Source: an optimization exercise on an open RTL-to-GDS flow (aim: small area, a short achievable clock period and few clock cycles per item). Production flows keep margins and buffers that such runs may drop. In this exercise RTL edits were held to simulation tests only and were not proved equivalent to the original. Power is estimated from default activity; no workload was simulated.

==> design/flow/config.mk <==
export PLATFORM = sky130hd
export DESIGN_NAME = scalar_kalman_filter_unit
export DESIGN_NICKNAME = scalar_kalman_filter_unit
export VERILOG_FILES = /design/flow/design.v
export SDC_FILE = /design/flow/constraint.sdc
export NUM_CORES = 4
export LEC_CHECK = 0
export CAP_MARGIN = 20
export CORE_MARGIN = 2
export CORE_UTILIZATION = 40
export SETUP_SLACK_MARGIN = 4
export SLEW_MARGIN = 20
==> design/flow/constraint.sdc <==
create_clock -name core_clock -period 8.0 [get_ports {clk}]
set_input_delay 1.6000 -clock core_clock [delete_from_list [all_inputs] [get_ports {clk}]]
set_output_delay 1.6000 -clock core_clock [all_outputs]
set_load 0.01 [all_outputs]
==> design/flow/design.v <==
package skf_pkg;
  localparam int VAL_W     = 32;    
  localparam int GAIN_W    = 17;    
  localparam int FRAC_BITS = 16;
  localparam logic [VAL_W-1:0] Q_RESET = 32'd1310720;
  localparam logic [VAL_W-1:0] R_RESET = 32'd13107200;
endpackage
module skf_add #(
  parameter int N = 32
) (
  input  logic [N-1:0] a,
  input  logic [N-1:0] b,
  input  logic         ci,
  output logic [N-1:0] s
);
  localparam int L = (N <= 2) ? 1 : (N <= 4) ? 2 : (N <= 8) ? 3 : (N <= 16) ? 4 :
                     (N <= 32) ? 5 : (N <= 64) ? 6 : 7;    
  logic [N-1:0] p0, g0;
  assign p0 = a ^ b;
  assign g0 = a & b;
  logic [N-1:0] g [0:2*L];
  logic [N-1:0] p [0:2*L];
  assign g[0] = {g0[N-1:1], g0[0] | (p0[0] & ci)};
  assign p[0] = p0;
  for (genvar l = 0; l < L; l++) begin : up
    for (genvar i = 0; i < N; i++) begin : bit_
      if (((i + 1) % (1 << (l + 1))) == 0 && i >= (1 << l)) begin : pcell
        assign g[l+1][i] = g[l][i] | (p[l][i] & g[l][i - (1 << l)]);
        assign p[l+1][i] = p[l][i] & p[l][i - (1 << l)];
      end else begin : pskip
        assign g[l+1][i] = g[l][i];
        assign p[l+1][i] = p[l][i];
      end
    end
  end
  for (genvar k = 0; k < L; k++) begin : dn
    localparam int LV = L - 1 - k;
    for (genvar i = 0; i < N; i++) begin : bit_
      if (((i + 1) % (1 << (LV + 1))) == (1 << LV) && i >= (1 << LV)) begin : pcell
        assign g[L+k+1][i] = g[L+k][i] | (p[L+k][i] & g[L+k][i - (1 << LV)]);
        assign p[L+k+1][i] = p[L+k][i] & p[L+k][i - (1 << LV)];
      end else begin : pskip
        assign g[L+k+1][i] = g[L+k][i];
        assign p[L+k+1][i] = p[L+k][i];
      end
    end
  end
  assign s = p0 ^ {g[2*L][N-2:0], ci};
endmodule
import skf_pkg::*;
module scalar_kalman_filter_unit #(
  parameter int SAMPLE_BITS = 16
) (
  input  logic                   clk,
  input  logic                   rst_n,
  input  logic                   in_valid,
  output logic                   in_stall,
  input  logic [SAMPLE_BITS-1:0] in_sample,
  output logic                   out_valid,
  input  logic                   out_stall,
  output logic [VAL_W-1:0]       out_estimate,
  output logic [GAIN_W-1:0]      out_gain,
  input  logic                   cfg_we,
  input  logic [0:0]             cfg_index,
  input  logic [VAL_W-1:0]       cfg_wdata
);
  logic        st_idle_r, st_d1_r, st_dm_r, st_e_r, st_acc_r;
  logic [2:0]  cnt_r;
  logic        out_valid_r;
  logic [31:0] q_r, r_r;
  logic [16:0] quo_r;
  logic [1:0]  dig_r;    
  logic        q16_r;
  logic [15:0] z_r;
  logic [48:0] v_r;      
  logic [48:0] t_r;
  logic [32:0] rem_r;
  logic [32:0] den_r;
  logic [32:0] i_r;
  logic        step, rz;
  logic [31:0] ppred;
  assign rz       = (r_r == '0);
  assign in_stall = !st_idle_r;
  assign step     = st_dm_r || (st_d1_r && !(out_valid_r && out_stall));
  assign ppred    = v_r[48] ? 32'hFFFF_FFFF : v_r[47:16];
  logic [35:0] r4, s1, s2, s3;
  logic [35:0] d1n, d2n, c3s, c3c;
  logic [1:0]  dig;
  logic [32:0] rem_n;
  assign r4  = {1'b0, rem_r, 2'b00};
  assign d1n = ~{3'b000, den_r};
  assign d2n = ~{2'b00, den_r, 1'b0};
  assign c3s = r4 ^ d1n ^ d2n;
  assign c3c = (r4 & d1n) | (r4 & d2n) | (d1n & d2n);
  skf_add #(.N(36)) u_s1 (.a(r4), .b(d1n), .ci(1'b1), .s(s1));
  skf_add #(.N(36)) u_s2 (.a(r4), .b(d2n), .ci(1'b1), .s(s2));
  skf_add #(.N(36)) u_s3 (.a(c3s), .b({c3c[34:0], 1'b1}), .ci(1'b1), .s(s3));
  always_comb begin
    if (rz)            dig = 2'd0;    
    else if (!s3[35])  dig = 2'd3;
    else if (!s2[35])  dig = 2'd2;
    else if (!s1[35])  dig = 2'd1;
    else               dig = 2'd0;
    unique case (dig)
      2'd3:    rem_n = s3[32:0];
      2'd2:    rem_n = s2[32:0];
      2'd1:    rem_n = s1[32:0];
      default: rem_n = r4[32:0];
    endcase
  end
  logic        ineg;
  logic [48:0] isx, ta, tb, tc, ts, tcy, t_n, t_init;
  assign ineg = i_r[32];
  assign isx  = {{16{i_r[32]}}, i_r};
  assign ta   = {t_r[46:0], ineg, ineg};
  assign tb   = dig_r[1] ? {isx[47:0], 1'b0} : '0;
  assign tc   = dig_r[0] ? isx : '0;
  assign ts   = ta ^ tb ^ tc;
  assign tcy  = (ta & tb) | (ta & tc) | (tb & tc);
  assign t_n  = ts + {tcy[47:0], 1'b0};
  assign t_init = q16_r ? {{17{z_r[15]}}, z_r, 16'd0} : {{16{t_r[48]}}, t_r[48:16]};
  logic [48:0] wa, wb, wc, wd, w1s, w1c, w2s, w2c, w_n;
  assign wa = ({49{st_idle_r}} & {17'd0, r_r})
            | ({49{st_d1_r}}   & {16'd0, ~t_r[48:16]})
            | ({49{st_acc_r}}  & {v_r[46:0], 2'b00});
  assign wd = ({49{st_e_r}}    & {16'd0, rem_r})
            | ({49{st_idle_r}} & {17'd0, ppred})
            | ({49{st_d1_r}}   & {16'd0, z_r[15], z_r, 16'd0});
  assign wb  = dig_r[1] ? {16'd0, r_r, 1'b0} : '0;
  assign wc  = dig_r[0] ? {17'd0, r_r} : '0;
  assign w1s = wa ^ wb ^ wc;
  assign w1c = {((wa & wb) | (wa & wc) | (wb & wc)), 1'b0};
  assign w2s = w1s ^ w1c ^ wd;
  assign w2c = (w1s & w1c) | (w1s & wd) | (w1c & wd);
  assign w_n = w2s + {w2c[47:0], st_d1_r};
  always_ff @(posedge clk) begin
    if (!rst_n) begin
      st_idle_r   <= 1'b1;
      st_d1_r     <= 1'b0;
      st_dm_r     <= 1'b0;
      st_e_r      <= 1'b0;
      st_acc_r    <= 1'b0;
      cnt_r       <= '0;
      out_valid_r <= 1'b0;
      q_r         <= Q_RESET;
      r_r         <= R_RESET;
      t_r         <= '0;
      v_r         <= {1'b0, Q_RESET, 16'd0};
      dig_r       <= '0;
    end else begin
      dig_r <= step ? dig : 2'd0;
      if (out_valid_r && !out_stall) out_valid_r <= 1'b0;
      if (st_idle_r && in_valid) begin
        st_idle_r <= 1'b0;
        st_d1_r   <= 1'b1;
      end
      if (st_d1_r && step) begin
        st_d1_r  <= 1'b0;
        st_dm_r  <= 1'b1;
        st_acc_r <= 1'b1;
        cnt_r    <= '0;
      end
      if (st_dm_r) begin
        cnt_r <= cnt_r + 3'd1;
        if (cnt_r == 3'd6) begin
          st_dm_r <= 1'b0;
          st_e_r  <= 1'b1;
        end
      end
      if (st_e_r) begin
        st_e_r      <= 1'b0;
        st_acc_r    <= 1'b0;
        st_idle_r   <= 1'b1;
        out_valid_r <= 1'b1;
      end
      if (st_d1_r && step) begin
        t_r <= t_init;
        v_r <= {17'd0, q_r};
      end else if (st_acc_r) begin
        t_r <= t_n;
        v_r <= w_n;
      end
      if (cfg_we) begin
        if (cfg_index == 1'b0) begin
          q_r <= cfg_wdata;
          v_r <= {1'b0, cfg_wdata, 16'd0};
        end else begin
          r_r <= cfg_wdata;
          v_r <= {1'b0, q_r, 16'd0};
        end
        t_r <= '0;
      end
    end
  end
  always_ff @(posedge clk) begin
    if (st_idle_r) begin
      den_r <= w_n[32:0];
      rem_r <= rz ? '0 : {1'b0, ppred};
      q16_r <= rz && (ppred != '0);
      z_r   <= in_sample;
    end else if (step) begin
      rem_r <= rem_n;
    end
    if (st_d1_r && step) i_r <= w_n[32:0];
    if (step) begin
      quo_r[15:0] <= {quo_r[13:0], dig};
      if (st_d1_r) quo_r[16] <= q16_r;
    end
  end
  assign out_valid    = out_valid_r;
  assign out_estimate = t_r[47:16];
  assign out_gain     = quo_r;
endmodule
==> design/flow/run.sh <==
#!/bin/bash
# synth_recipe.tcl (not shown) runs the flow's synth.tcl, then flattens the netlist and writes it again
# the make line also repeats each setting of config.mk as NAME=value (left out here)
make -C /OpenROAD-flow-scripts/flow DESIGN_CONFIG=/design/flow/config.mk WORK_HOME=/design/flow/orfs CLKGATE_MAP_FILE= SYNTH_SCRIPT=/design/flow/synth_recipe.tcl finish
==> results.cfg, run 1 <==
[synthesis]
synth_seq_cells = 306
synth_cell_types = 86
syn_area_mm2 = 0.0265
async_reset_ff_share_pct = 0
synth.area.top_cells = edfxtp_1 15%, fa_1 14%, dfxtp_1 13%
yosysSeqAreaShare_pct = 28.1
yosysTopAreaCell = edfxtp_1
synth_cells = 2975
syn-num-nets = 3404
synth_top_area_share_pct = 15.0
syn_avg_cell_area_um2 = 8.92
ys.flop_type = dfxtp_1
ys_warn_count = 4
synth-edff-count = 133

[drt]
via_per_inst = 6.10
dr.pass1.iters = 8
routed_wl_um = 104000
routedWlPerCell_um = 25.5
detail-route-antenna-nets = 0
drc_errors = 0
drt_iter0_drc = 2765
vias = 24900

[grt]
antenna_found_initial = 4
track_usage_pct = 29.2
grt_pass1_wl_um = 151000
grt-ovfl-total = 0
grt_pass1_vias = 24100
grt_max_degree = 77

[worst_setup_path]
crit_start = t_r[22]
endpoint_kind = flop
r2r_slack_ns = 3.35
worstPathRequired_ns = 8.44
max_stage_delay_ns = 0.48
cp_max_fo = 7
arrival_ns = 5.10
crit_chain = inv_1 > a222oi_1 > fa_1 > inv_1 > fa_1 > ha_4 > a2111oi_4 > a2111oi_4 > o21ai_4 > a211oi_4 > nor2_2 > o2111ai_4 > a41oi_4 > buf_4 > nor2_2 > xnor2_1 > a31oi_1
critPathSlowestCell = fa_1
crit_type = flop to flop
startpoint_type = flop
r2r-start = t_r[22]
rr_endpoint = v_r[43]
reg2regPathDepth = 17

[die]
dieArea_mm2 = 0.0684
die_h_um = 262
fp-row-count = 94
core_area_mm2 = 0.0657
io_pins = 105
initial_utilization_pct = 40.4
die_w_um = 262

[cts]
numCtsBuffers = 39
cts.sink_count = 306
tritoncts = done
clk_pin_slew_ns = 0.06
htreeDepth = 2
cts.root.buffer_cell = clkbuf_16
clock_latency_ns = 0.57
clk_path_buf_depth = 3
cts.hold.buffers_added = 0

[min_path]
hold_end = quo_r[4]
hold_class = flop to flop
worstHoldStart = quo_r[2]
hold_depth = 0

[sta]
finalSetupViolations = 0
slew_violations = 0
max_freq_ghz = 0.215
fin_crit_ns = 4.65
hold_viol = 0
setup_ws_ns = 3.35
rsz0062_at_grt = true
fin_skew_ns = 0.0277
tns_ns = 0
finalCritPeriodShare_pct = 58.2
worst_pin_slew_ns = 1.11
slew_headroom_pct = 25.5

[layout]
stdcell_count = 4078
fill_cells = 5944
nets = 3612
drive_gt1_share_pct = 21.5
area_growth_pct = 27.6
diodes = 0

[run_status]
outcome = timing/DRC/antenna clean

[flow_run]
drv_cap = 0

[placed_design]
io_buffers = 104
dp_worst_setup_slack_ns = 2.36
place_inst = 3794
place_hpwl_um = 73300
place.gp.congestion = 0.997

[power_and_ir_drop]
leakagePower_nw = 14.0
total_power_mw = 14.9
max-vdd-ir-drop_uv = 400
powerDensity_mw_per_mm2 = 439
## placed cells by master (no fill, tap or decap), types with 87 or more instances in the layout
| cell type | n |
|---|---|
| and2_1 | 87 |
| ha_1 | 140 |
| o21ai_0 | 128 |
| nand2_1 | 351 |
| nor2_1 | 129 |
| buf_4 | 165 |
| edfxtp_1 | 133 |
| a21oi_1 | 222 |
| inv_1 | 172 |
| fa_1 | 176 |
| dfxtp_1 | 160 |
| clkdlybuf4s50_1 | 101 |
## logic make-up after synthesis
logic type | synth area share [%]
compound gates | 21.2
buf+inv | 5.91
flops | 28.1
fa+ha+maj | 23.0
xor+xnor | 4.29
simple gates | 14.8
mux | 2.83
## power by group
part / internal [mW] / switching [mW] / leakage [nW] / total [mW]
Sequential: 1.99 / 0.364 / 2.75 / 2.35
Combinational: 4.87 / 5.87 / 10.6 / 10.7
Clock: 1.04 / 0.749 / 0.611 / 1.78
## metrics by stage
stage	hold WS, ns	instance area, um2	util (%)
final	0.449	33900	51.5
after global routing	0.469	33900	51.5
after CTS	0.455	32100	48.8
after detailed placement	0.437	28300	43.0
after global placement	0.439	28300	43.0
after floorplan	0.441	26800	-
## worst max-delay path, delay by kind of cell (launching register included)
family,cells,cell delay (ns)
AOI/OAI and AO/OA,8,1.97
buffers and inverters,3,0.46
DFF,1,0.46
and+or+nand+nor,2,0.22
xor gates and xnor gates,1,0.15
adders and majority gates,3,1.27
## Yosys cell counts, types with 31 or more instances
cell type and count:
dfxtp_1 173, mux2i_1 56, a31oi_1 33, edfxtp_1 133
ha_1 188, o21ai_0 167, nor2_1 154, o22ai_1 44
a211oi_1 66, a21oi_1 256, nand3_1 46, fa_1 187
inv_1 198, a22oi_1 32, nor3_1 31, a21o_1 70
xnor2_1 53, and2_1 93, nand2_1 360, xor2_1 77
buf_4 34, clkbuf_1 122
## flip-flops by register name (all words and copies together) (netlist names)
name / flops
cnt_r: 3
den_r: 33
dig_r: 2
i_r: 33
out_valid_r: 1
q16_r: 1
q_r: 32
quo_r: 17
r_r: 32
rem_r: 33
st_acc_r: 1
st_d1_r: 1
st_dm_r: 1
st_e_r: 1
st_idle_r: 1
t_r: 49
v_r: 49
z_r: 16
## per-layer routing
| layer | track usage, % | up-vias | wire (um) |
|---|---|---|---|
| li1 | - | 11000 | - |
| met1 | 38.3 | 12300 | 41300 |
| met2 | 46.5 | 1241 | 47300 |
| met3 | 4.34 | 290 | 8870 |
| met4 | 16.3 | 0 | 6740 |
| met5 | 0 | - | 0 |
## area by class of cell
cell class                 count  area, um2  area share [%]
multi-input combinational   2293      19900            58.6
sequential                   306       7500            22.1
timing repair buffer         341       3390            10.0
clock buffer                  52       1100            3.24
tap                          864       1080            3.19
inverter                     201        783            2.31
clock inverter                20        173           0.510
timing repair inverter         1       5.00          0.0148
## what timing repair did
item,in CTS,in global routing
setup buffers,133,67
resized for setup,280,226
hold endpoints to repair,0,0
cloned,7,5
pin swaps,115,153
setup endpoints to repair,220,154
## how the worst max path moves through the flow
stage	cells past startpoint	slack (ns)	end
after floorplan	19	3.57	v_r[30]
after global placement	16	2.48	v_r[25]
after detailed placement	9	2.36	v_r[41]
after CTS	17	3.37	v_r[35]
after global routing	18	3.27	v_r[45]
final	17	3.35	v_r[43]
Testbench counts, summed over its fixed seeds: cycles 20,488, items 2,048.
==> inputs of run 2 (changes only) <==
--- a/design/flow/config.mk
+++ b/design/flow/config.mk
@@ -7,6 +7,6 @@
 export LEC_CHECK = 0
 export CAP_MARGIN = 20
 export CORE_MARGIN = 2
-export CORE_UTILIZATION = 40
-export SETUP_SLACK_MARGIN = 4
+export CORE_UTILIZATION = 55
+export SETUP_SLACK_MARGIN = 3
 export SLEW_MARGIN = 20
==> results.cfg, run 2 <==
[run_status]
outcome = timing/DRC/antenna clean

[power_and_ir_drop]
leakagePower_nw = 12.6
max-vdd-ir-drop_uv = 448
power_switching_mw = 5.32
internal-power_mw = 5.76
clockPowerShare_pct = 14.8
powerDensity_mw_per_mm2 = 374
comb_power_share_pct = 63.9
pwr-share-seq_pct = 21.3
swShare_pct = 48.0

[worst_setup_path]
arrival_ns = 5.36
startpoint_type = flop
crit_type = flop to flop
max_stage_delay_ns = 0.53
reg2regPathDepth = 16
worstPathRequired_ns = 8.47
endpoint_kind = flop
crit_chain = buf_12 > a222oi_1 > fa_1 > inv_1 > fa_1 > ha_4 > nand2_1 > a2111oi_4 > o21ai_2 > a211oi_2 > nor3_1 > o21bai_1 > xor2_2 > nand2_1 > a221o_1 > a21boi_0
cp_max_fo = 18
critPathSlowestCell = a222oi_1

[flow_run]
drv_cap = 0

[synthesis]
yosysMostFrequentCell = nand2_1
async_reset_ff_share_pct = 0
synth.area.top_cells = edfxtp_1 15%, fa_1 14%, dfxtp_1 13%
syn_avg_cell_area_um2 = 8.92
yosysTopAreaCell = edfxtp_1
syn_area_mm2 = 0.0265
syn-num-nets = 3404
synth_cell_types = 86
synth-edff-count = 133
yosysSeqAreaShare_pct = 28.1
synth_cells = 2975
ys_warn_count = 4
synth_top_area_share_pct = 15.0
synth_seq_cells = 306
netlist_top_cells_count = 360 x nand2_1, 256 x a21oi_1, 198 x inv_1, 188 x ha_1, 187 x fa_1
ys.flop_type = dfxtp_1

[grt]
grt-ovfl-total = 0
grt_max_degree = 69
grt_pass1_vias = 22900
track_usage_pct = 36.3
grt_pass1_wl_um = 138000
antenna_found_initial = 0

[drt]
via_per_inst = 6.47
routed_wl_um = 91300
routedWlPerCell_um = 25.0
vias = 23600
dr.pass1.iters = 6
drt_iter0_drc = 2485
drc_errors = 0
detail-route-antenna-nets = 0

[layout]
nets = 3430
reg_top3 = t_r: 49 flops, v_r: 49 flops
fill_cells = 4130
diodes = 0
layout_common_cells = 358 x nand2_1, 253 x a21oi_1, 190 x inv_1, 187 x fa_1, 183 x ha_1
drive_gt1_share_pct = 7.30
post-route-util_pct = 62.2
area_growth_pct = 11.6
layout_commonest_cell = nand2_1
stdcell_count = 3643

[cts]
clock_latency_ns = 0.55
numCtsBuffers = 35
cts.root.buffer_cell = clkbuf_16
clk_pin_slew_ns = 0.07
htreeDepth = 2
tritoncts = done
cts.sink_count = 306
clk_path_buf_depth = 3

[sta]
finalSetupViolations = 0
fin_crit_ns = 4.89
slew_violations = 0
rsz0062_at_grt = false
worst_pin_slew_ns = 1.09
slew_headroom_pct = 27.1
hold_viol = 0
fin_skew_ns = 0.0230
finalCritPeriodShare_pct = 61.1
max_freq_ghz = 0.205
tns_ns = 0

[die]
fp-row-count = 80
die_h_um = 224
io_pins = 105
core_area_mm2 = 0.0476
initial_utilization_pct = 55.7
die_w_um = 224
dieArea_mm2 = 0.0500

[placed_design]
place.gp.congestion = 0.977
place_inst = 3553
place_hpwl_um = 68500
io_buffers = 104

[min_path]
hold_depth = 0
hold_class = flop to flop
==> run 2: cell counts after synthesis <==
No cell type changed its count.
==> run 2: final timing paths <==
kind              startpoint         to  slack [ns]
hold reg to reg     quo_r[9]  quo_r[11]        0.45
setup / recovery     st_d1_r    v_r[23]        3.11
hold / removal      quo_r[9]  quo_r[11]        0.45
setup reg to reg     st_d1_r    v_r[23]        3.11
==> run 2: area by class of cell <==
cell class	count	area [um2]	area share, %
timing repair inverter	2	12.5	0.0422
multi-input combinational	2291	17800	60.2
clock inverter	21	210	0.710
timing repair buffer	164	1640	5.53
inverter	201	767	2.59
tap	615	769	2.60
sequential	306	7490	25.3
clock buffer	43	906	3.06
==> run 2: logic make-up (layout without fill, tap and decap cells) <==
kind of cell	after synthesis	in the layout	synth area share (%)
muxes	73	73	2.83
buffers and inverters	379	431	5.91
and+or+nand+nor	840	841	14.8
adders and majority gates	375	375	23.0
AOI/OAI and AO/OA	872	872	21.2
DFF	306	306	28.1
xor gates and xnor gates	130	130	4.29
==> run 2: power by group through the flow <==
stage / clock network [mW] / logic [mW] / registers (mW)
after floorplan: 0 / 4.96 / 2.21
after global placement: 0 / 6.52 / 2.40
after detailed placement: 0 / 6.69 / 2.40
after CTS: 1.64 / 6.90 / 2.36
after global routing: 1.70 / 7.88 / 2.39
final: 1.63 / 7.08 / 2.36
==> run 2: routing by layer <==
layer	wire length, um	global-route usage [%]
met1	36900	48.2
met2	41200	57.7
met5	0	0
met4	5280	17.7
met3	7970	6.31
==> run 2: what timing repair did <==
action	4_1_cts	5_1_grt
hold buffers	0	0
resized for setup	35	51
pin swaps	8	24
endpoints found under the setup margin	94	89
gates cloned	3	1
setup buffers	12	10
==> run 2: metrics by stage <==
step                instance area [um2]  worst slack, ns  total power, mW  hold slack (ns)
global route                      29600             2.98             12.0            0.469
floorplan                         26600             3.00             7.17            0.441
CTS                               29300             3.01             10.9            0.457
detailed placement                27800             2.28             9.10            0.437
global placement                  27800             2.20             8.92            0.430
finish                            29600             3.11             11.1            0.455
==> run 2: worst max-delay path: cells and delay by family (launching register included) <==
family                   cells  cell delay [ns]
AO/OA/AOI/OAI                7             2.15
adder cells (fa/ha/maj)      3             1.26
flip-flops                   1             0.39
buffers and inverters        2             0.26
AND/OR/NAND/NOR              3             0.33
XOR/XNOR                     1             0.39
==> inputs of run 3 (changes only) <==
--- a/design/flow/config.mk
+++ b/design/flow/config.mk
@@ -7,6 +7,6 @@
 export LEC_CHECK = 0
 export CAP_MARGIN = 20
 export CORE_MARGIN = 2
-export CORE_UTILIZATION = 55
-export SETUP_SLACK_MARGIN = 3
+export CORE_UTILIZATION = 40
+export SETUP_SLACK_MARGIN = 2.5
 export SLEW_MARGIN = 20
==> results.cfg, run 3 <==
[synthesis]
synth_cell_types = 86
ys_warn_count = 4
synth.area.top_cells = edfxtp_1 15%, fa_1 14%, dfxtp_1 13%
syn_avg_cell_area_um2 = 8.92
yosysMostFrequentCell = nand2_1
syn_area_mm2 = 0.0265
netlist_top_cells_count = 360 x nand2_1, 256 x a21oi_1, 198 x inv_1, 188 x ha_1, 187 x fa_1
yosysSeqAreaShare_pct = 28.1
syn-num-nets = 3404
yosysTopAreaCell = edfxtp_1
synth_seq_cells = 306
ys.flop_type = dfxtp_1
synth_top_area_share_pct = 15.0
synth-edff-count = 133
async_reset_ff_share_pct = 0
synth_cells = 2975

[sta]
finalSetupViolations = 0
hold_viol = 0
slew_violations = 0
rsz0062_at_grt = false
slew_headroom_pct = 29.0
fin_skew_ns = 0.0515
tns_ns = 0
max_freq_ghz = 0.186
worst_pin_slew_ns = 1.06
fin_crit_ns = 5.38
finalCritPeriodShare_pct = 67.2

[worst_setup_path]
worstPathRequired_ns = 8.49
arrival_ns = 5.87
max_stage_delay_ns = 0.61
cp_max_fo = 35
r2r_slack_ns = 2.62
crit_chain = buf_4 > a222oi_1 > fa_1 > inv_1 > fa_1 > ha_1 > a2111oi_0 > a2111oi_0 > o21ai_1 > a211oi_2 > nor2_1 > o2111ai_1 > a41oi_2 > buf_4 > nor2_1 > xnor2_1 > a31oi_1
critPathSlowestCell = a2111oi_0
crit_type = flop to flop
startpoint_type = flop
endpoint_kind = flop

[drt]
via_per_inst = 6.02
drt_iter0_drc = 2131
dr.pass1.iters = 6
vias = 23300
drc_errors = 0
routed_wl_um = 93500
routedWlPerCell_um = 24.1
detail-route-antenna-nets = 0

[layout]
fill_cells = 6366
reg_top3 = t_r: 49 flops, v_r: 49 flops
drive_gt1_share_pct = 5.48
area_growth_pct = 11.3
nets = 3408
final-seq-area_mm2 = 0.00747
multiInputGateArea_mm2 = 0.0176
diodes = 0
design_area_mm2 = 0.0295
layout_common_cells = 359 x nand2_1, 256 x a21oi_1, 195 x inv_1, 188 x ha_1, 187 x fa_1
layout_commonest_cell = nand2_1

[cts]
cts.sink_count = 306
clock_latency_ns = 0.59
numCtsBuffers = 39
cts.hold.buffers_added = 0
clk_pin_slew_ns = 0.06
tritoncts = done
clk_path_buf_depth = 3
htreeDepth = 2
cts.root.buffer_cell = clkbuf_16

[grt]
antenna_found_initial = 1
grt_pass1_vias = 23000
track_usage_pct = 27.0
grt-ovfl-total = 0
grt_pass1_wl_um = 140000
grt_max_degree = 75

[placed_design]
io_buffers = 104
place_hpwl_um = 72300
place.gp.congestion = 1.02
dpl_cell_area_mm2 = 0.0281

[die]
die_h_um = 262
initial_utilization_pct = 40.4
die_w_um = 262
io_pins = 105
core_area_mm2 = 0.0657
dieArea_mm2 = 0.0684
fp-row-count = 94

[power_and_ir_drop]
powerDensity_mw_per_mm2 = 377
leakagePower_nw = 12.5
max-vdd-ir-drop_uv = 228

[run_status]
outcome = timing/DRC/antenna clean

[flow_run]
drv_cap = 0

[min_path]
hold_class = flop to flop
-- run 3: kinds of logic after synthesis --
family	Yosys count	synth area share (%)
AO/OA/AOI/OAI	872	21.2
XOR/XNOR	130	4.29
adder cells (fa/ha/maj)	375	23.0
buffers and inverters	379	5.91
flip-flops	306	28.1
multiplexers	73	2.83
AND/OR/NAND/NOR	840	14.8
-- run 3: power breakdown --
part	total, mW	leakage, nW	internal [mW]	switching, mW
Clock	1.85	0.652	1.07	0.772
Combinational	6.91	9.09	2.74	4.17
Sequential	2.39	2.74	1.99	0.399
-- run 3: what timing repair did --
action,4_1_cts,5_1_grt
gates cloned,0,2
gates resized for setup,3,9
endpoints found under the hold margin,0,0
pin swaps,0,1
buffers inserted,2,4
endpoints found under the setup margin,18,34
-- run 3: through the flow --
step           setup WS, ns  util, %  instances  hold slack, ns  total power [mW]
3_3_place_gp           2.30     42.7       3793           0.436              8.99
4_1_cts                2.52     44.8       3867           0.439              11.1
6_report               2.62     44.9       3873           0.439              11.1
2_1_floorplan          2.85        -       2975           0.441              7.17
3_5_place_dp           2.22     42.7       3794           0.438              9.22
5_1_grt                2.46     44.9       3873           0.444              12.0
-- run 3: critical path: cells and delay by family (launching register included) --
kind,cells,cell delay (ns)
buffers and inverters,3,0.71
AND/OR/NAND/NOR,2,0.35
flip-flops,1,0.46
adder cells (fa/ha/maj),3,1.36
AO/OA/AOI/OAI,8,2.30
XOR/XNOR,1,0.12
-- run 3: final timing paths --
| kind | to | cells past startpoint | start |
|---|---|---|---|
| setup / recovery | v_r[43] | 17 | st_d1_r |
| hold / removal | quo_r[11] | 0 | quo_r[9] |
| setup reg to reg | v_r[43] | 17 | st_d1_r |
| hold reg to reg | quo_r[11] | 0 | quo_r[9] |
-- run 3: area by class of cell --
type,instances,share of cell area [%]
inverter,201,2.58
tap,864,3.66
multi-input combinational,2290,59.4
timing repair inverter,2,0.0339
sequential,306,25.3
clock buffer,56,3.99
timing repair buffer,139,4.49
clock inverter,15,0.525
-- run 3: per-layer routing --
metal	vias to the layer above	GRT usage, %	routed length [um]
met5	-	0	0
met3	228	3.98	6670
met4	0	14.1	5310
met1	11500	35.4	38800
li1	10600	-	-
met2	979	43.3	42600
==> inputs of run 4 (changes only) <==
--- a/design/flow/design.v
+++ b/design/flow/design.v
@@ -77,6 +77,7 @@
   logic [32:0] rem_r;
   logic [32:0] den_r;
   logic [32:0] i_r;
+  logic [31:0] p_r;      
   logic        step, rz;
   logic [31:0] ppred;
   assign rz       = (r_r == '0);
@@ -112,27 +113,25 @@
   logic [48:0] isx, ta, tb, tc, ts, tcy, t_n, t_init;
   assign ineg = i_r[32];
   assign isx  = {{16{i_r[32]}}, i_r};
-  assign ta   = {t_r[46:0], ineg, ineg};
-  assign tb   = dig_r[1] ? {isx[47:0], 1'b0} : '0;
+  assign ta   = st_d1_r ? {16'd0, ~t_r[48:16]} : {t_r[46:0], ineg, ineg};
+  assign tb   = (dig_r[1] ? {isx[47:0], 1'b0} : '0)
+              | (st_d1_r ? {16'd0, z_r[15], z_r, 16'd0} : '0);
   assign tc   = dig_r[0] ? isx : '0;
   assign ts   = ta ^ tb ^ tc;
   assign tcy  = (ta & tb) | (ta & tc) | (tb & tc);
-  assign t_n  = ts + {tcy[47:0], 1'b0};
+  assign t_n  = ts + {tcy[47:0], st_d1_r};
   assign t_init = q16_r ? {{17{z_r[15]}}, z_r, 16'd0} : {{16{t_r[48]}}, t_r[48:16]};
-  logic [48:0] wa, wb, wc, wd, w1s, w1c, w2s, w2c, w_n;
-  assign wa = ({49{st_idle_r}} & {17'd0, r_r})
-            | ({49{st_d1_r}}   & {16'd0, ~t_r[48:16]})
-            | ({49{st_acc_r}}  & {v_r[46:0], 2'b00});
-  assign wd = ({49{st_e_r}}    & {16'd0, rem_r})
-            | ({49{st_idle_r}} & {17'd0, ppred})
-            | ({49{st_d1_r}}   & {16'd0, z_r[15], z_r, 16'd0});
-  assign wb  = dig_r[1] ? {16'd0, r_r, 1'b0} : '0;
-  assign wc  = dig_r[0] ? {17'd0, r_r} : '0;
-  assign w1s = wa ^ wb ^ wc;
-  assign w1c = {((wa & wb) | (wa & wc) | (wb & wc)), 1'b0};
-  assign w2s = w1s ^ w1c ^ wd;
-  assign w2c = (w1s & w1c) | (w1s & wd) | (w1c & wd);
-  assign w_n = w2s + {w2c[47:0], st_d1_r};
+  logic [48:0] va, vb, vc, vs, vcy, v_n;
+  assign va = ({49{st_idle_r}} & {17'd0, r_r})
+            | ({49{st_d1_r}}   & {17'd0, q_r})
+            | ({49{st_acc_r}}  & {v_r[46:0], 2'b10});
+  assign vb = ({49{st_idle_r}} & {17'd0, ppred})
+            | ({49{st_d1_r}}   & {16'd0, rem_r})
+            | ({49{st_acc_r}}  & ~(dig_r[1] ? {16'd0, p_r, 1'b0} : 49'd0));
+  assign vc = {49{st_acc_r}} & ~(dig_r[0] ? {17'd0, p_r} : 49'd0);
+  assign vs  = va ^ vb ^ vc;
+  assign vcy = (va & vb) | (va & vc) | (vb & vc);
+  assign v_n = vs + {vcy[47:0], 1'b0};
   always_ff @(posedge clk) begin
     if (!rst_n) begin
       st_idle_r   <= 1'b1;
@@ -175,10 +174,10 @@
       end
       if (st_d1_r && step) begin
         t_r <= t_init;
-        v_r <= {17'd0, q_r};
+        v_r <= v_n;
       end else if (st_acc_r) begin
         t_r <= t_n;
-        v_r <= w_n;
+        v_r <= v_n;
       end
       if (cfg_we) begin
         if (cfg_index == 1'b0) begin
@@ -194,14 +193,15 @@
   end
   always_ff @(posedge clk) begin
     if (st_idle_r) begin
-      den_r <= w_n[32:0];
+      den_r <= v_n[32:0];
+      p_r   <= ppred;
       rem_r <= rz ? '0 : {1'b0, ppred};
       q16_r <= rz && (ppred != '0);
       z_r   <= in_sample;
     end else if (step) begin
       rem_r <= rem_n;
     end
-    if (st_d1_r && step) i_r <= w_n[32:0];
+    if (st_d1_r && step) i_r <= t_n[32:0];
     if (step) begin
       quo_r[15:0] <= {quo_r[13:0], dig};
       if (st_d1_r) quo_r[16] <= q16_r;
--- a/design/flow/config.mk
+++ b/design/flow/config.mk
@@ -8,5 +8,4 @@
 export CAP_MARGIN = 20
 export CORE_MARGIN = 2
 export CORE_UTILIZATION = 40
-export SETUP_SLACK_MARGIN = 2.5
 export SLEW_MARGIN = 20
==> results.cfg, run 4 <==
[run_status]
outcome = timing/DRC/antenna clean

[grt]
antenna_found_initial = 6
grt_pass1_wl_um = 143000
grt_pass1_vias = 24200
grt-ovfl-total = 0
track_usage_pct = 25.7
grt_max_degree = 84

[placed_design]
dp_worst_setup_slack_ns = 2.39
place_hpwl_um = 69700
io_buffers = 104
place.gp.congestion = 0.951

[power_and_ir_drop]
max-vdd-ir-drop_uv = 303
leakagePower_nw = 12.7
powerDensity_mw_per_mm2 = 368
total_power_mw = 11.3

[synthesis]
synth_cells = 3085
netlist_top_cells_count = 420 x nand2_1, 318 x a21oi_1, 193 x inv_1, 183 x ha_1, 173 x dfxtp_1
synth-edff-count = 165
synth_top_area_share_pct = 17.9
syn-num-nets = 3478
yosysMostFrequentCell = nand2_1
yosysSeqAreaShare_pct = 30.5
synth.area.top_cells = edfxtp_1 18%, dfxtp_1 13%, fa_1 11%
ys_warn_count = 4
yosysTopAreaCell = edfxtp_1
synth_cell_types = 85
synth_seq_cells = 338
syn_area_mm2 = 0.0276
async_reset_ff_share_pct = 0
ys.flop_type = dfxtp_1
syn_avg_cell_area_um2 = 8.96

[min_path]
hold_depth = 0
hold_class = flop to flop

[layout]
reg_top3 = t_r: 49 flops, v_r: 49 flops
area_growth_pct = 10.9
layout_common_cells = 418 x nand2_1, 318 x a21oi_1, 192 x inv_1, 183 x ha_1, 168 x dfxtp_1
final-seq-area_mm2 = 0.00843
drive_gt1_share_pct = 6.65
nets = 3461
layout_commonest_cell = nand2_1
multiInputGateArea_mm2 = 0.0176
fill_cells = 6585
post-route-util_pct = 44.8

[worst_setup_path]
endpoint_kind = flop
cp_max_fo = 57
startpoint_type = flop
crit_type = flop to flop
reg2regPathDepth = 14
arrival_ns = 6.08
worstPathRequired_ns = 8.46
r2r_slack_ns = 2.37

[cts]
post_cts.repair.setup_buffers = 0
clk_pin_slew_ns = 0.06
cts_resized = 0
htreeDepth = 2
tritoncts = done
cts.hold.buffers_added = 0
clk_path_buf_depth = 3
cts.sink_count = 338
numCtsBuffers = 39
cts.root.buffer_cell = clkbuf_16
clock_latency_ns = 0.57

[drt]
vias = 24000
detail-route-antenna-nets = 0
drc_errors = 0
dr.pass1.iters = 7
routed_wl_um = 91800
via_per_inst = 6.03
drt_iter0_drc = 2535
routedWlPerCell_um = 23.1

[sta]
setup_ws_ns = 2.37
worst_pin_slew_ns = 1.02
tns_ns = 0
finalCritPeriodShare_pct = 70.3
slew_headroom_pct = 31.5
fin_crit_ns = 5.63
max_freq_ghz = 0.178
slew_violations = 0
finalSetupViolations = 0
fin_skew_ns = 0.0252
rsz0062_at_grt = false
hold_viol = 0

[die]
io_pins = 105
dieArea_mm2 = 0.0712
initial_utilization_pct = 40.4
die_h_um = 267
die_w_um = 267
core_area_mm2 = 0.0685
fp-row-count = 96

[flow_run]
drv_cap = 0
==> run 4: cell types whose count changed after synthesis, sizes merged, moves of 30 or more <==
cell,delta
and2,-36
a22oi,-30
edfxtp,+32
nand2,+60
a222oi,+54
o21ai,-78
o22ai,-34
fa,-31
a21oi,+63
==> run 4: power breakdown <==
group | total [mW] | switching, mW | leakage (nW) | internal (mW)
clock | 2.03 | 0.775 | 0.693 | 1.25
sequential | 2.54 | 0.368 | 3.09 | 2.17
combinational | 6.72 | 4.01 | 8.92 | 2.71
==> run 4: stage by stage <==
step / instance area [um2] / cells / hold WS, ns
global placement: 29200 / 3909 / 0.437
detailed placement: 29200 / 3909 / 0.431
global route: 30700 / 3980 / 0.465
finish: 30700 / 3981 / 0.447
CTS: 30700 / 3980 / 0.445
floorplan: 27600 / 3085 / 0.424
==> run 4: kinds of logic (layout without fill, tap and decap cells) <==
kind of cell	after synthesis	count (layout)	share of synthesized area, %
mux	73	73	2.75
compound gates	877	877	21.6
buf+inv	399	412	5.98
flops	338	338	30.5
xor+xnor	123	123	3.90
other cells	0	1	0
fa+ha+maj	339	339	19.6
simple gates	936	936	15.7
==> run 4: per-layer routing <==
metal / GRT usage, % / vias to the layer above / share of wire [%]
met3: 3.75 / 211 / 6.7
li1: - / 11100 / -
met4: 11.5 / 10 / 4.8
met1: 32.8 / 11700 / 41
met2: 43.3 / 978 / 47
met5: 0 / - / 0.076
==> run 4: critical path, stage by stage (launching register included) <==
cell	delay (ns)
dfxtp_4	0.89
buf_4	0.71
a222oi_1	0.35
fa_1	0.57
inv_1	0.05
ha_1	0.45
nand4_1	0.20
nor3_1	0.26
nand3_1	0.11
a211oi_1	0.39
o21ai_1	0.17
o31ai_2	0.74
a211oi_1	0.21
mux2i_1	0.16
a41o_1	0.21
==> run 4: worst paths after layout <==
path	start	endpoint
max reg2reg	st_idle_r	v_r[48]
max	st_idle_r	v_r[48]
min	quo_r[11]	quo_r[13]
min reg2reg	quo_r[11]	quo_r[13]
==> run 4: layout make-up <==
| type | count | area share, % |
|---|---|---|
| Antenna cell | 1 | 0.00816 |
| Timing Repair Buffer | 145 | 4.38 |
| Inverter | 196 | 2.40 |
| Clock inverter | 21 | 1.02 |
| Sequential cell | 338 | 27.5 |
| Tap cell | 882 | 3.60 |
| Multi-Input combinational cell | 2348 | 57.4 |
| Clock buffer | 50 | 3.66 |
Testbench counts of run 4, summed over its fixed seeds: cycles 20,488, items 2,048.
==> inputs of run 5 (changes only) <==
--- a/design/flow/design.v
+++ b/design/flow/design.v
@@ -71,7 +71,6 @@
   logic [16:0] quo_r;
   logic [1:0]  dig_r;    
   logic        q16_r;
-  logic [15:0] z_r;
   logic [48:0] v_r;      
   logic [48:0] t_r;
   logic [32:0] rem_r;
@@ -110,17 +109,18 @@
     endcase
   end
   logic        ineg;
-  logic [48:0] isx, ta, tb, tc, ts, tcy, t_n, t_init;
+  logic [48:0] isx, ta, tb, tc, ts, tcy, t_n;
   assign ineg = i_r[32];
   assign isx  = {{16{i_r[32]}}, i_r};
-  assign ta   = st_d1_r ? {16'd0, ~t_r[48:16]} : {t_r[46:0], ineg, ineg};
+  assign ta   = ({49{st_idle_r}} & {16'd0, ~t_r[48:16]})
+              | ({49{st_d1_r}}   & {{16{t_r[48]}}, t_r[48:16]})
+              | ({49{st_acc_r}}  & {t_r[46:0], ineg, ineg});
   assign tb   = (dig_r[1] ? {isx[47:0], 1'b0} : '0)
-              | (st_d1_r ? {16'd0, z_r[15], z_r, 16'd0} : '0);
-  assign tc   = dig_r[0] ? isx : '0;
+              | (st_idle_r ? {16'd0, in_sample[15], in_sample, 16'd0} : '0);
+  assign tc   = (dig_r[0] || (st_d1_r && q16_r)) ? isx : '0;
   assign ts   = ta ^ tb ^ tc;
   assign tcy  = (ta & tb) | (ta & tc) | (tb & tc);
-  assign t_n  = ts + {tcy[47:0], st_d1_r};
-  assign t_init = q16_r ? {{17{z_r[15]}}, z_r, 16'd0} : {{16{t_r[48]}}, t_r[48:16]};
+  assign t_n  = ts + {tcy[47:0], st_idle_r};
   logic [48:0] va, vb, vc, vs, vcy, v_n;
   assign va = ({49{st_idle_r}} & {17'd0, r_r})
             | ({49{st_d1_r}}   & {17'd0, q_r})
@@ -173,7 +173,7 @@
         out_valid_r <= 1'b1;
       end
       if (st_d1_r && step) begin
-        t_r <= t_init;
+        t_r <= t_n;
         v_r <= v_n;
       end else if (st_acc_r) begin
         t_r <= t_n;
@@ -197,11 +197,10 @@
       p_r   <= ppred;
       rem_r <= rz ? '0 : {1'b0, ppred};
       q16_r <= rz && (ppred != '0);
-      z_r   <= in_sample;
+      i_r   <= t_n[32:0];
     end else if (step) begin
       rem_r <= rem_n;
     end
-    if (st_d1_r && step) i_r <= t_n[32:0];
     if (step) begin
       quo_r[15:0] <= {quo_r[13:0], dig};
       if (st_d1_r) quo_r[16] <= q16_r;
--- a/design/flow/config.mk
+++ b/design/flow/config.mk
@@ -8,4 +8,5 @@
 export CAP_MARGIN = 20
 export CORE_MARGIN = 2
 export CORE_UTILIZATION = 40
+export SETUP_SLACK_MARGIN = 3
 export SLEW_MARGIN = 20
==> results.cfg, run 5 <==
[layout]
layout_common_cells = 511 x nand2_1, 304 x a21oi_1, 264 x inv_1, 180 x ha_1, 168 x dfxtp_1
reg_top3 = t_r: 49 flops, v_r: 49 flops
area_growth_pct = 11.3
design_area_mm2 = 0.0297
nets = 3465
post-route-util_pct = 45.1
diodes = 0
layout_commonest_cell = nand2_1
drive_gt1_share_pct = 6.74

[placed_design]
io_buffers = 104
place_hpwl_um = 66500
place.gp.congestion = 0.989
dpl_cell_area_mm2 = 0.0282

[power_and_ir_drop]
power_switching_mw = 5.83
powerDensity_mw_per_mm2 = 408
swShare_pct = 48.1
leakagePower_nw = 12.7
comb_power_share_pct = 63.6
pwr-share-seq_pct = 21.8
total_power_mw = 12.1
internal-power_mw = 6.31
max-vdd-ir-drop_uv = 209
clockPowerShare_pct = 14.6

[synthesis]
yosysMostFrequentCell = nand2_1
async_reset_ff_share_pct = 0
syn_area_mm2 = 0.0267
synth_cells = 3080
ys_warn_count = 4
yosysTopAreaCell = edfxtp_1
syn-num-nets = 3473
synth_cell_types = 84
synth.area.top_cells = edfxtp_1 17%, dfxtp_1 13%, fa_1 12%
syn_avg_cell_area_um2 = 8.67
synth_top_area_share_pct = 16.7
synth-edff-count = 149
ys.flop_type = dfxtp_1
yosysSeqAreaShare_pct = 29.7
synth_seq_cells = 322
netlist_top_cells_count = 512 x nand2_1, 309 x a21oi_1, 269 x inv_1, 183 x ha_1, 173 x dfxtp_1

[cts]
cts.hold.buffers_added = 0
clk_path_buf_depth = 3
clk_pin_slew_ns = 0.06
clock_latency_ns = 0.57
tritoncts = done
numCtsBuffers = 39
cts.root.buffer_cell = clkbuf_16
cts.sink_count = 322
htreeDepth = 2

[grt]
antenna_found_initial = 2
grt_pass1_wl_um = 138000
grt_pass1_vias = 22700
grt_max_degree = 89
grt-ovfl-total = 0
track_usage_pct = 25.3

[drt]
via_per_inst = 5.89
vias = 23400
drc_errors = 0
routed_wl_um = 88900
drt_iter0_drc = 2380
dr.pass1.iters = 7
detail-route-antenna-nets = 0
routedWlPerCell_um = 22.4

[die]
fp-row-count = 94
io_pins = 105
die_w_um = 262
initial_utilization_pct = 40.5
dieArea_mm2 = 0.0689
die_h_um = 262
core_area_mm2 = 0.0660

[sta]
hold_viol = 0
fin_crit_ns = 4.93
slew_headroom_pct = 28.5
finalCritPeriodShare_pct = 61.6
fin_skew_ns = 0.0273
worst_pin_slew_ns = 1.06
max_freq_ghz = 0.203
tns_ns = 0
slew_violations = 0
finalSetupViolations = 0
timing.hold.ws_ns = 0.451
rsz0062_at_grt = true

[min_path]
worstHoldStart = quo_r[10]
hold_depth = 0
hold_end = quo_r[12]
hold_class = flop to flop

[worst_setup_path]
worstPathRequired_ns = 8.44
cp_max_fo = 5
r2r_slack_ns = 3.19
rr_endpoint = v_r[47]
arrival_ns = 5.36
reg2regPathDepth = 19
startpoint_type = input port
endpoint_kind = flop
crit_type = input port to flop
r2r-start = v_r[48]

[run_status]
outcome = timing/DRC/antenna clean

[flow_run]
drv_cap = 0
run 5: cell types whose count changed after synthesis, moves of 16 or more:
cell / previous run / this run
a211oi_1: 50 / 28
a21o_1: 74 / 101
a221oi_1: 23 / 61
a222oi_1: 68 / 43
and2_1: 56 / 29
edfxtp_1: 165 / 149
inv_1: 193 / 269
mux2_2: 23 / 3
nand2_1: 420 / 512
nor2_1: 163 / 124
nor2b_1: 49 / 6
nor3_1: 28 / 45
xor2_1: 48 / 65
run 5: metal layers:
layer / track usage [%] / vias to the layer above / wire (um)
li1: - / 10800 / -
met5: 0 / - / 12
met2: 37.6 / 913 / 38000
met3: 4.74 / 123 / 7350
met1: 37.6 / 11500 / 41500
met4: 6.04 / 2 / 2010
run 5: cells by family (layout without fill, tap and decap cells):
logic type                 Yosys count  count (layout)  synth area share [%]
DFF                                322             322                  29.7
and+or+nand+nor                    908             908                  15.1
AOI/OAI and AO/OA                  874             874                  22.0
adders and majority gates          339             339                  20.3
muxes                               38              38                  1.44
xor gates and xnor gates           133             133                  4.36
buffers and inverters              466             488                  7.12
run 5: critical path, stage by stage:
cell	delay [ns]
clkdlybuf4s50_1	0.48
a22oi_1	0.09
fa_1	0.55
inv_1	0.05
ha_1	0.36
a21oi_1	0.16
o21ai_1	0.13
a221oi_2	0.40
o21ba_2	0.20
o31ai_1	0.09
a311o_1	0.38
a221oi_2	0.36
o21ai_2	0.14
a21oi_2	0.16
xor2_1	0.15
o21ai_1	0.07
run 5: what timing repair did:
item                       4_1_cts  5_1_grt
setup endpoints to repair       32       40
gates resized for setup         10       40
buffers inserted                 2        8
pin swaps                        0        8
run 5: power groups by stage:
stage,Sequential [mW],Combinational [mW],Clock [mW]
2_1_floorplan,2.47,5.56,0
3_3_place_gp,2.66,7.29,0
3_5_place_dp,2.67,7.48,0
4_1_cts,2.64,7.57,1.79
5_1_grt,2.69,8.58,1.86
6_report,2.65,7.72,1.77
run 5: worst max path at each step:
stage	end	slack, ns	startpoint
floorplan	v_r[47]	3.07	st_idle_r
global placement	t_r[40]	2.42	out_stall
detailed placement	v_r[48]	2.33	out_stall
CTS	v_r[37]	3.00	v_r[48]
global route	t_r[42]	2.93	in_sample[3]
finish	t_r[42]	3.07	in_sample[1]
run 5: metrics by stage:
step / setup WS (ns) / instances
2_1_floorplan: 3.07 / 3080
3_3_place_gp: 2.42 / 3885
3_5_place_dp: 2.33 / 3885
4_1_cts: 3.00 / 3958
5_1_grt: 2.93 / 3966
6_report: 3.07 / 3966
run 5: final cells by class:
cell class              instances  area, um2
repair buffers                145       1420
clock inverters                16        136
well taps                     864       1080
clock buffers                  55       1100
fillers                      6339      36200
flip-flops and latches        322       7950
inverters                     272       1030
multi-input cells            2292      17000
Testbench counts of run 5, summed over its fixed seeds: cycles 20,488, items 2,048.
==> inputs of run 6 (changes only) <==
--- a/design/flow/config.mk
+++ b/design/flow/config.mk
@@ -8,5 +8,5 @@
 export CAP_MARGIN = 20
 export CORE_MARGIN = 2
 export CORE_UTILIZATION = 40
-export SETUP_SLACK_MARGIN = 3
+export SETUP_SLACK_MARGIN = 4
 export SLEW_MARGIN = 20
==> results.cfg, run 6 <==
[drt]
vias = 25300
routedWlPerCell_um = 24.2
detail-route-antenna-nets = 0
dr.pass1.iters = 8
drt_iter0_drc = 2709
drc_errors = 0
via_per_inst = 6.03
routed_wl_um = 102000

[synthesis]
synth_cells = 3080
syn_area_mm2 = 0.0267
yosysSeqAreaShare_pct = 29.7
async_reset_ff_share_pct = 0
synth_cell_types = 84
synth_top_area_share_pct = 16.7
synth_seq_cells = 322
synth.area.top_cells = edfxtp_1 17%, dfxtp_1 13%, fa_1 12%
yosysTopAreaCell = edfxtp_1
ys_warn_count = 4
yosysMostFrequentCell = nand2_1
syn-num-nets = 3473
ys.flop_type = dfxtp_1
netlist_top_cells_count = 512 x nand2_1, 309 x a21oi_1, 269 x inv_1, 183 x ha_1, 173 x dfxtp_1
syn_avg_cell_area_um2 = 8.67
synth-edff-count = 149

[grt]
grtUsageMet1_pct = 38.6
grt_max_degree = 90
antenna_found_initial = 2
grtUsageMet2_pct = 45.3
use_met3_pct = 3.85
grt_pass1_vias = 24400
track_usage_pct = 28.1
grt_pass1_wl_um = 151000
grt-ovfl-total = 0
grt-busiest-layer = met2

[sta]
hold_viol = 0
slew_headroom_pct = 22.9
rsz0062_at_grt = true
tns_ns = 0
finalSetupViolations = 0
fin_skew_ns = 0.0325
fin_crit_ns = 4.53
worst_pin_slew_ns = 1.16
finalCritPeriodShare_pct = 56.6
max_freq_ghz = 0.221
slew_violations = 0

[worst_setup_path]
reg2regPathDepth = 16
crit_type = flop to flop
worstPathRequired_ns = 8.47
cp_max_fo = 24
endpoint_kind = flop
arrival_ns = 4.99
startpoint_type = flop

[layout]
nets = 3697
layout_commonest_cell = nand2_1
fill_cells = 5755
reg_top3 = t_r: 49 flops, v_r: 49 flops
drive_gt1_share_pct = 23.6
post-route-util_pct = 53.0
area_growth_pct = 31.0
layout_common_cells = 496 x nand2_1, 252 x a21oi_1, 225 x inv_1, 179 x buf_4, 166 x dfxtp_1

[die]
io_pins = 105
fp-row-count = 94
die_h_um = 262
initial_utilization_pct = 40.5
dieArea_mm2 = 0.0689
core_area_mm2 = 0.0660
die_w_um = 262

[power_and_ir_drop]
max-vdd-ir-drop_uv = 247
total_power_mw = 14.8
powerDensity_mw_per_mm2 = 423
leakagePower_nw = 14.5

[cts]
htreeDepth = 2
numCtsBuffers = 38
clk_pin_slew_ns = 0.06
clock_latency_ns = 0.59
tritoncts = done
cts.sink_count = 322
cts.hold.buffers_added = 0
cts.root.buffer_cell = clkbuf_16
clk_path_buf_depth = 3

[placed_design]
place.gp.congestion = 0.968
io_buffers = 104
place_hpwl_um = 65700

[min_path]
hold_depth = 0
hold_class = flop to flop

[run_status]
outcome = timing/DRC/antenna clean

[flow_run]
drv_cap = 0
[run 6: cell families (layout without fill, tap and decap cells)]
kind of cell | Yosys count | in the layout | share of synthesized area, %
AOI/OAI and AO/OA | 874 | 874 | 22.0
xor gates and xnor gates | 133 | 133 | 4.36
adders and majority gates | 339 | 339 | 20.3
buffers and inverters | 466 | 717 | 7.12
DFF | 322 | 322 | 29.7
muxes | 38 | 38 | 1.44
other | 0 | 1 | 0
and+or+nand+nor | 908 | 911 | 15.1
[run 6: what timing repair did]
item	in CTS	in global routing
pin swaps	240	128
setup endpoints to repair	177	118
buffers inserted	174	50
resized for setup	424	163
cloned	21	2
[run 6: critical path, cell delays in order, from the launching register on]
cell and delay (ns):
dfxtp_4 0.36, buf_4 0.16, buf_16 0.16, a222oi_1 0.82, fa_1 0.59, inv_2 0.10, ha_4 0.17, nand2_4 0.05
or4_4 0.55, o211ai_4 0.38, a21oi_4 0.13, buf_6 0.13, buf_6 0.10, buf_6 0.12, buf_6 0.12, xnor2_4 0.13
a221o_1 0.33
[run 6: final timing paths]
kind	from	end	slack [ns]
worst max-delay path	st_acc_r	v_r[32]	3.47
worst min-delay path	quo_r[12]	quo_r[14]	0.45
worst max register to register	st_acc_r	v_r[32]	3.47
worst min register to register	quo_r[12]	quo_r[14]	0.45
[run 6: cell type report]
cell class,instances,area (um2),area share [%]
Clock buffer,55,1150,3.29
Sequential cell,322,7960,22.7
Timing Repair Buffer,373,4010,11.5
Inverter,272,1050,3.01
Clock inverter,15,135,0.386
Antenna cell,1,2.50,0.00715
Multi-Input combinational cell,2295,19600,55.9
Timing Repair inverter,2,25.0,0.0715
Tap cell,864,1080,3.09
[run 6: where the power goes]
| part | leakage [nW] | internal [mW] | total (mW) | switching (mW) |
|---|---|---|---|---|
| logic | 11.0 | 4.65 | 10.3 | 5.69 |
| clock network | 0.623 | 1.04 | 1.84 | 0.795 |
| registers | 2.95 | 2.21 | 2.61 | 0.400 |
[run 6: layer usage]
metal  part of all wire (%)  wire (um)  vias to the layer above
met1                     42      42600                    12600
li1                       -          -                    11300
met5                      0          0                        -
met4                    4.0       4040                        0
met2                     46      46800                     1167
met3                    8.1       8290                      206
[run 6: stage by stage]
stage	setup slack (ns)	hold slack, ns	cell area [um2]	std cells
after global routing	3.44	0.460	35000	4199
final	3.47	0.450	35000	4199
after global placement	2.45	0.433	28400	3881
after floorplan	3.41	0.427	27000	3080
after detailed placement	2.29	0.436	28400	3881
after CTS	3.61	0.450	33700	4146
==> inputs of run 7 (changes only) <==
--- a/design/flow/design.v
+++ b/design/flow/design.v
@@ -92,9 +92,9 @@
   assign d2n = ~{2'b00, den_r, 1'b0};
   assign c3s = r4 ^ d1n ^ d2n;
   assign c3c = (r4 & d1n) | (r4 & d2n) | (d1n & d2n);
-  skf_add #(.N(36)) u_s1 (.a(r4), .b(d1n), .ci(1'b1), .s(s1));
-  skf_add #(.N(36)) u_s2 (.a(r4), .b(d2n), .ci(1'b1), .s(s2));
-  skf_add #(.N(36)) u_s3 (.a(c3s), .b({c3c[34:0], 1'b1}), .ci(1'b1), .s(s3));
+  assign s1 = r4 + d1n + 36'd1;
+  assign s2 = r4 + d2n + 36'd1;
+  assign s3 = c3s + {c3c[34:0], 1'b1} + 36'd1;
   always_comb begin
     if (rz)            dig = 2'd0;    
     else if (!s3[35])  dig = 2'd3;
--- a/design/flow/config.mk
+++ b/design/flow/config.mk
@@ -8,5 +8,5 @@
 export CAP_MARGIN = 20
 export CORE_MARGIN = 2
 export CORE_UTILIZATION = 40
-export SETUP_SLACK_MARGIN = 4
+export SETUP_SLACK_MARGIN = 3
 export SLEW_MARGIN = 20
==> results.cfg, run 7 <==
[worst_setup_path]
critPathSlowestCell = fa_1
r2r_slack_ns = 3.23
cp_max_fo = 6
rr_endpoint = v_r[37]
worstPathRequired_ns = 8.48
crit_type = input port to flop
reg2regPathDepth = 15
max_stage_delay_ns = 0.54
startpoint_type = input port
arrival_ns = 5.27
crit_family = compound AO/OA/AOI/OAI gates
crit_top_cell = o32ai_1
critPathBufInv = 2
crit_end = t_r[44]
crit_chain = clkdlybuf4s50_1 > a22oi_1 > fa_1 > inv_1 > ha_1 > nand2_1 > o21a_1 > o32ai_1 > nor2_1 > o211a_1 > o21ai_1 > a31oi_2 > o32ai_1 > nor3_1 > o31ai_1
endpoint_kind = flop
cp.depth = 15
r2r-start = st_idle_r
crit_start = in_sample[1]

[sta]
hold_viol = 0
tns_ns = 0
fin_crit_ns = 4.80
rsz0062_at_grt = false
timing.hold.ws_ns = 0.450
worst_pin_slew_ns = 0.987
slew_headroom_pct = 32.5
slew_violations = 0
fin_skew_ns = 0.0196
max_freq_ghz = 0.208
finalCritPeriodShare_pct = 60.0
setup_ws_ns = 3.20
finalSetupViolations = 0

[cts]
clk_path_buf_depth = 3
clock_latency_ns = 0.58
cts.hold.buffers_added = 0
htreeDepth = 2
cts.sink_count = 322
tritoncts = done
clk_pin_slew_ns = 0.06
cts.root.buffer_cell = clkbuf_16
numCtsBuffers = 40

[grt]
track_usage_pct = 24.9
grt_pass1_vias = 23200
grt-ovfl-total = 0
grt_max_degree = 110
antenna_found_initial = 17
grt_pass1_wl_um = 138000

[drt]
drc_errors = 0
dr.pass1.iters = 10
via_per_inst = 5.93
vias = 24700
detail-route-antenna-nets = 0
routedWlPerCell_um = 21.8
routed_wl_um = 90800
drt_iter0_drc = 2536

[flow_run]
drv_cap = 0

[layout]
nets = 3596
area_growth_pct = 11.3
final-seq-area_mm2 = 0.00795
layout_common_cells = 500 x nand2_1, 383 x a21oi_1, 198 x inv_1, 184 x ha_1, 169 x nor2_1
multiInputGateArea_mm2 = 0.0179
reg_top3 = t_r: 49 flops, v_r: 49 flops
fill_cells = 6882
layout_commonest_cell = nand2_1
drive_gt1_share_pct = 6.29

[placed_design]
dp_worst_setup_slack_ns = 2.29
place.gp.congestion = 0.926
io_buffers = 104
place_hpwl_um = 67100

[die]
fp-row-count = 96
die_h_um = 266
die_w_um = 266
io_pins = 105
core_area_mm2 = 0.0682
dieArea_mm2 = 0.0707
initial_utilization_pct = 40.2

[synthesis]
async_reset_ff_share_pct = 0
syn_avg_cell_area_um2 = 8.41
ys.flop_type = dfxtp_1
ys_warn_count = 1
synth-edff-count = 149
synth_seq_cells = 322
syn-num-nets = 3614
yosysTopAreaCell = edfxtp_1
synth.area.top_cells = edfxtp_1 16%, dfxtp_1 13%, ha_1 8.4%
netlist_top_cells_count = 503 x nand2_1, 384 x a21oi_1, 198 x inv_1, 184 x ha_1, 173 x dfxtp_1
synth_cell_types = 96
syn_area_mm2 = 0.0274
yosysSeqAreaShare_pct = 28.9
yosysMostFrequentCell = nand2_1
synth_top_area_share_pct = 16.3
synth_cells = 3263

[run_status]
outcome = timing/DRC/antenna clean

[power_and_ir_drop]
max-vdd-ir-drop_uv = 225
powerDensity_mw_per_mm2 = 437
leakagePower_nw = 12.6

[min_path]
hold_class = flop to flop
run 7: changes by cell type in the layout (fill, tap and decap cells not counted), sizes merged, moves of 14 or more:
| cell | previous run | this run |
|---|---|---|
| a21o | 101 | 84 |
| nor2b | 6 | 30 |
| fa | 156 | 113 |
| inv | 271 | 202 |
| or3 | 3 | 18 |
| nor2 | 128 | 172 |
| o211ai | 17 | 34 |
| a21oi | 314 | 386 |
| buf | 263 | 40 |
| and2 | 29 | 43 |
| xnor2 | 68 | 100 |
| clkdlybuf4s50 | 87 | 102 |
| and3 | 12 | 29 |
| a31oi | 34 | 51 |
run 7: kinds of logic (layout without fill, tap and decap cells):
family	count (synthesis)	in the layout	synth area share [%]
compound gates	1009	1009	24.7
xor+xnor	161	161	5.14
fa+ha+maj	297	297	16.6
buf+inv	405	418	6.07
flops	322	322	28.9
mux	39	39	1.47
other cells	0	4	0
simple gates	1030	1031	17.1
run 7: report_power, final:
| part | switching [mW] | internal [mW] | total, mW | leakage [nW] |
|---|---|---|---|---|
| sequential | 0.368 | 2.21 | 2.58 | 2.94 |
| combinational | 5.41 | 3.48 | 8.89 | 9.00 |
| clock | 0.776 | 1.10 | 1.88 | 0.662 |
| total | 6.56 | 6.79 | 13.4 | 12.6 |
run 7: layer usage:
layer	global-route usage (%)	vias up	part of all wire [%]
met5	0	-	0.21
met4	9.19	28	4.2
met3	3.88	190	6.8
li1	-	11800	-
met2	39.1	887	44
met1	34.5	11800	44
run 7: timing repair:
item                                    CTS  global route
hold endpoints to repair                  0             0
pin swaps                                 1             5
resized for setup                         6            15
buffers inserted                          0             6
cloned                                    1             2
endpoints found under the setup margin   28            63
run 7: cell type report:
type                    instances  area share [%]
multi-input cells            2537            58.6
flip-flops and latches        322            26.0
repair buffers                144            4.82
clock buffers                  53            3.71
well taps                     882            3.61
inverters                     200            2.47
clock inverters                21           0.700
diodes                          4          0.0328
run 7: per-stage QoR:
stage / instance area (um2) / total power [mW] / instances / util, %
final: 30600 / 13.4 / 4163 / 44.8
after global routing: 30500 / 14.4 / 4160 / 44.8
after CTS: 30300 / 13.2 / 4150 / 44.5
after detailed placement: 29000 / 11.3 / 4075 / 42.4
after global placement: 29000 / 11.3 / 4075 / 42.4
after floorplan: 27500 / 9.12 / 3263 / -
run 7: worst register-to-register path, stage by stage, from the launching register on:
cell      delay (ns)
dfxtp_4         0.45
buf_6           0.29
a222oi_1        0.56
inv_1           0.12
fa_1            0.47
ha_1            0.36
nor2b_1         0.17
o31a_1          0.31
o311ai_2        0.33
nand4b_1        0.23
nand2_1         0.25
o21ai_2         0.16
a311oi_2        0.46
xor2_1          0.12
a221oi_1        0.28
a211oi_1        0.08
run 7: worst min path at each step:
stage          depth (start not counted)  slack [ns]         to     start
2_1_floorplan                          0        0.43  quo_r[16]     q16_r
3_3_place_gp                           0        0.43   quo_r[7]  quo_r[5]
3_5_place_dp                           0        0.43   quo_r[3]  quo_r[1]
4_1_cts                                2        0.45     t_r[5]    t_r[5]
5_1_grt                                0        0.46   quo_r[9]  quo_r[7]
6_report                               0        0.45   quo_r[9]  quo_r[7]
Testbench counts of run 7, summed over its fixed seeds: cycles 20,488, items 2,048.

==> what the ideal ports hide <==
No port has a modelled driver above. Below, the same layouts with a new extraction and two added sets of constraints.
Step 1: set_driving_cell puts a clkbuf_16 on clk and a buf_2 on each other input, an assumption about the parent block.
Step 2 also shifts input and output timing later by t, the mid clock arrival at the registers, as if the neighbouring blocks saw the same clock.
Slacks: no drivers / after step 1 / after step 2; pairs: no drivers / after step 1.
run	t (ns)	setup slack, ns	worst setup path after step 2	latest minus earliest clock arrival (ns)	worst register clock-pin slew, ns
run 1	0.621	3.345 / 3.345 / 3.343	input to register	0.029 / 0.029	0.07 / 0.07
run 2	0.597	3.115 / 3.115 / 2.805	input to register	0.024 / 0.023	0.07 / 0.07
run 3	0.632	2.621 / 2.621 / 2.597	input to register	0.056 / 0.056	0.07 / 0.07
run 4	0.619	2.373 / 2.373 / 2.331	input to register	0.029 / 0.029	0.07 / 0.07
run 5	0.611	3.074 / 3.097 / 2.486	input to register	0.029 / 0.029	0.07 / 0.07
run 6	0.630	3.474 / 3.474 / 3.195	input to register	0.035 / 0.036	0.07 / 0.07
run 7	0.621	3.202 / 3.231 / 2.610	input to register	0.020 / 0.019	0.07 / 0.07
After both steps every run listed still meets setup and hold. The setup slack of run 7, which loses most, moves by +0.029 ns with the drivers and by -0.592 ns with both steps.
